Background: an optimization exercise with open tools, aiming at small area and a short achievable clock period. Do not read the settings as production practice.
The RTL was checked by simulation tests, not by an equivalence proof against the original design.

==> flow/design.v (excerpt) <==
module stack_core (
    input  logic              clk,
    input  logic              rst_n,
    input  logic              cmd_valid,
    input  isa_pkg::opcode_t  cmd_op,
    input  stack_pkg::word_t  cmd_imm,
    output logic              done,
    output logic              fault,
    output isa_pkg::fault_t   fault_code,
    output stack_pkg::word_t  tos,
    output stack_pkg::depth_t depth
);
    stack_pkg::word_t  top;
    stack_pkg::word_t  next;
    stack_pkg::depth_t count;
    isa_pkg::fault_t   fault_c;
    logic inc, dec;
    logic [6:0] wr_en;
    logic [6:0] rd_sel;
    logic [3:0] lut;
    logic s_imm, s_add, s_sub, s_mul, s_quo, s_rem, s_shl, s_shr;
    stack_pkg::word_t r_add, r_sub, r_mul, r_shl, r_shr;
    logic [15:0] r_quo, r_rem;
    logic        r_dz;
    stack_pkg::word_t top_d;
    assign tos   = top;
    assign depth = count;
    stack_control u_control (
        .rst_n     (rst_n),
        .cmd_valid (cmd_valid),
        .cmd_op    (cmd_op),
        .depth     (count),
        .fault_c   (fault_c),
        .inc       (inc),
        .dec       (dec),
        .wr_en     (wr_en),
        .rd_sel    (rd_sel),
        .lut       (lut),
        .s_imm     (s_imm),
        .s_add     (s_add),
        .s_sub     (s_sub),
        .s_mul     (s_mul),
        .s_quo     (s_quo),
        .s_rem     (s_rem),
        .s_shl     (s_shl),
        .s_shr     (s_shr)
    );
    operand_stack u_stack (
        .clk     (clk),
        .wr_en   (wr_en),
        .wr_data (top),
        .rd_sel  (rd_sel),
        .rd_data (next)
    );
    alu u_alu (
        .n     (next),
        .t     (top),
        .r_add (r_add),
        .r_sub (r_sub),
        .r_mul (r_mul),
        .r_quo (r_quo),
        .r_rem (r_rem),
        .r_dz  (r_dz),
        .r_shl (r_shl),
        .r_shr (r_shr)
    );
    top_mux u_mux (
        .lut   (lut),
        .s_imm (s_imm),
        .s_add (s_add),
  ...
For scale: roughly 3900 cells after synthesis.
export LEC_CHECK = 0
export ABC_AREA = 1
export CAP_MARGIN = 20
export CORE_MARGIN = 2
export CORE_UTILIZATION = 40
export SLEW_MARGIN = 20
create_clock -name core_clock -period 110.0 [get_ports {clk}]
run.sh (not shown) runs the stock make flow with config.mk's settings and CLKGATE_MAP_FILE= SYNTH_SCRIPT=/design/flow/synth_recipe.tcl, a recipe that flattens the netlist after the stock synthesis.
Edit:
==> flow/flow/run.sh (new file) <==
#!/bin/bash
# The standard layout, with the setup repair asked to leave a margin of
# slack at the design's own clock period, so that the resizer keeps working on
# the paths that set the achieved period
set -euo pipefail
export SETUP_SLACK_MARGIN=85
bash standard.sh > standard_make.log 2>&1
==> flow/standard.sh (new file) <==
#!/bin/bash
# synth_recipe.tcl (not shown) runs the flow's synth.tcl, then flattens the netlist and writes it again
# the make line also repeats each setting of config.mk as NAME=value (left out here)
make -C /OpenROAD-flow-scripts/flow DESIGN_CONFIG=/design/flow/config.mk WORK_HOME=/design/flow/orfs CLKGATE_MAP_FILE= SYNTH_SCRIPT=/design/flow/synth_recipe.tcl "${@:-finish}"
removed: flow/run.sh
Global-route usage rises by 0.26 points.
Routed wire length rises by about 1.7%.
Die area does not change.
Clock skew went down by 0.0082 ns.
Edit:
==> flow/flow/run.sh (replaced) <==
#!/bin/bash
# The standard layout, with two changes to how it is made:
# - the setup repair is asked to leave a margin of slack at the design's own
#   clock period, so that the resizer keeps working on the paths that set the
#   achieved period;
# - the port buffers (one on every input and output, as the standard flow
#   places them) are plain buffers rather than the default delay buffers.
set -euo pipefail
export SETUP_SLACK_MARGIN=85
export BUFFER_PORTS_ARGS="-buffer_cell sky130_fd_sc_hd__buf_2"
bash standard.sh > standard_make.log 2>&1
- CORE_UTILIZATION: 40 -> 60
Effect: Core utilization rises by 21 points; sequential cell count does not change; design area shrinks by a few percent; hold slack gets better by 0.015 ns; via count grows by a few percent; critical path depth fell by 3; cell count falls by a little under a tenth; die area is lower by a quarter to a third; wire length increases slightly; first-iteration DRC count stays flat.
Edit:
- CORE_UTILIZATION: 60 -> 40
Effect: Area after synthesis does not change; design area came out higher by about 2.3%; via count came out lower by about 4.4%; routed wire length came out lower by 1.3%.
Edit:
- CTS_BUF_LIST: unset -> sky130_fd_sc_hd__clkbuf_8
=>
- clock-buffer cell count came out higher by 6
- die area stays the same

---

stack_core, a different RTL version from the one above (not shown whole).
Size in the first run: ~260 flip-flops, ~80 I/O pins, about 32000 sq um of cells after synthesis.
==> flow/config.mk <==
export PLATFORM = sky130hd
export DESIGN_NAME = stack_core
export DESIGN_NICKNAME = stack_core
export VERILOG_FILES = /design/flow/design.v
export SDC_FILE = /design/flow/constraint.sdc
export NUM_CORES = 4
export LEC_CHECK = 0
export ABC_AREA = 1
export CAP_MARGIN = 20
export CORE_MARGIN = 2
export CORE_UTILIZATION = 60
export CTS_BUF_LIST = sky130_fd_sc_hd__clkbuf_8
export CTS_CLUSTER_DIAMETER = 70
export CTS_CLUSTER_SIZE = 12
export SLEW_MARGIN = 20
export SYNTH_HIERARCHICAL = 1
==> flow/constraint.sdc <==
create_clock -name core_clock -period 110.0 [get_ports {clk}]
set_input_delay 22.0000 -clock core_clock [delete_from_list [all_inputs] [get_ports {clk}]]
set_output_delay 22.0000 -clock core_clock [all_outputs]
set_load 0.01 [all_outputs]
standard.sh (not shown) runs the stock make flow with config.mk's settings and CLKGATE_MAP_FILE= SYNTH_SCRIPT=/design/flow/synth_recipe.tcl, a recipe that flattens the netlist after the stock synthesis.
==> flow/flow/run.sh <==
#!/bin/bash
# The standard layout, with two changes to how it is made:
# - the setup repair is asked to leave a margin of slack at the design's own
#   clock period, so that the resizer keeps working on the paths that set the
#   achieved period;
# - the port buffers (one on every input and output, as the standard flow
#   places them) are plain buffers rather than the default delay buffers.
set -euo pipefail
export SETUP_SLACK_MARGIN=85
export BUFFER_PORTS_ARGS="-buffer_cell sky130_fd_sc_hd__buf_2"
bash standard.sh > standard_make.log 2>&1
The first run finished with timing, DRC and antenna clean.
Rerun with:
==> flow/flow/run.sh (replaced) <==
#!/bin/bash
# The standard layout, with these changes to how it is made:
# - the setup repair is asked to leave a margin of slack at the design's own
#   clock period, so that the resizer keeps working on the paths that set the
#   achieved period; the repair after global routing gets a slightly larger
#   margin, since detailed routing makes some paths a little slower than the
#   global-route estimate;
# - the port buffers (one on every input and output, as the standard flow
#   places them) are plain buffers rather than the default delay buffers.
set -euo pipefail
export BUFFER_PORTS_ARGS="-buffer_cell sky130_fd_sc_hd__buf_2"
SETUP_SLACK_MARGIN=85 bash standard.sh cts > standard_make_to_cts.log 2>&1
SETUP_SLACK_MARGIN=85.4 bash standard.sh > standard_make.log 2>&1
Settings changed: CTS_CLUSTER_DIAMETER 70 to unset, CTS_CLUSTER_SIZE 12 to unset.
Effect:
- The new run passed the timing, design-rule and antenna checks
- design area rose by 1.7%
- die area does not change
- non-clock buffer count rose by 25
- fmax rose by 1.8%
- final cell count rose by 1.0%
- core utilization rose by 1.1 points
Rerun with:
==> flow/flow/run.sh (replaced) <==
#!/bin/bash
# The standard layout, with two changes to how it is made:
# - the setup repair is asked to leave a margin of slack at the design's own
#   clock period, so that the resizer keeps working on the paths that set the
#   achieved period;
# - the port buffers (one on every input and output, as the standard flow
#   places them) are plain buffers rather than the default delay buffers.
set -euo pipefail
export SETUP_SLACK_MARGIN=85
export BUFFER_PORTS_ARGS="-buffer_cell sky130_fd_sc_hd__buf_2"
bash standard.sh > standard_make.log 2>&1
Settings changed: CORE_UTILIZATION 60 to 70.
Maximum frequency shrinks by 2.0%.
Via count climbs by 6.4%.
Final area decreases by 1.3%.
Hold slack is better by 0.038 ns.

## what the ideal ports hide
Ports are ideal in the flow. The routed layouts listed here were re-timed in OpenROAD. Step 1: set_driving_cell puts a clkbuf_16 on clk and a buf_2 on each other input, an assumption about the parent block. Step 2 adds t to the input delays and takes it off the output delays; t is the mean of the earliest and latest rising clock arrival at the registers after step 1. Input paths then give back, and output paths get back, about the clock's delay inside the block. a / b / c = ideal / step 1 / step 2; a / b = the first two.
run	t, ns	slack for setup (ns)	hold slack, ns	worst data-port slew with drivers (ns)
the first run of note 1	0.617	83.089 / 83.118 / 82.501	0.599 / 0.599 / 0.599	0.05
the second run of note 1	0.592	85.138 / 85.151 / 84.559	0.600 / 0.600 / 0.600	0.04
the third run of note 1	0.599	85.004 / 85.031 / 84.433	0.615 / 0.615 / 0.615	0.09
the fourth run of note 1	0.593	84.949 / 84.976 / 84.382	0.590 / 0.590 / 0.590	0.04
the fifth run of note 1	0.603	85.079 / 85.098 / 84.494	0.594 / 0.594 / 0.594	0.04
the first run of note 2	0.641	85.044 / 85.078 / 84.436	0.539 / 0.539 / 0.539	0.05
the second run of note 2	0.621	85.475 / 85.499 / 84.879	0.540 / 0.540 / 0.540	0.05
the third run of note 2	0.621	84.973 / 85.007 / 84.386	0.578 / 0.578 / 0.578	0.05
After both steps every run listed still meets setup and hold. For the first run of note 2, which loses most, drivers alone change the setup slack by +0.034 ns; drivers and shift together by -0.608 ns.
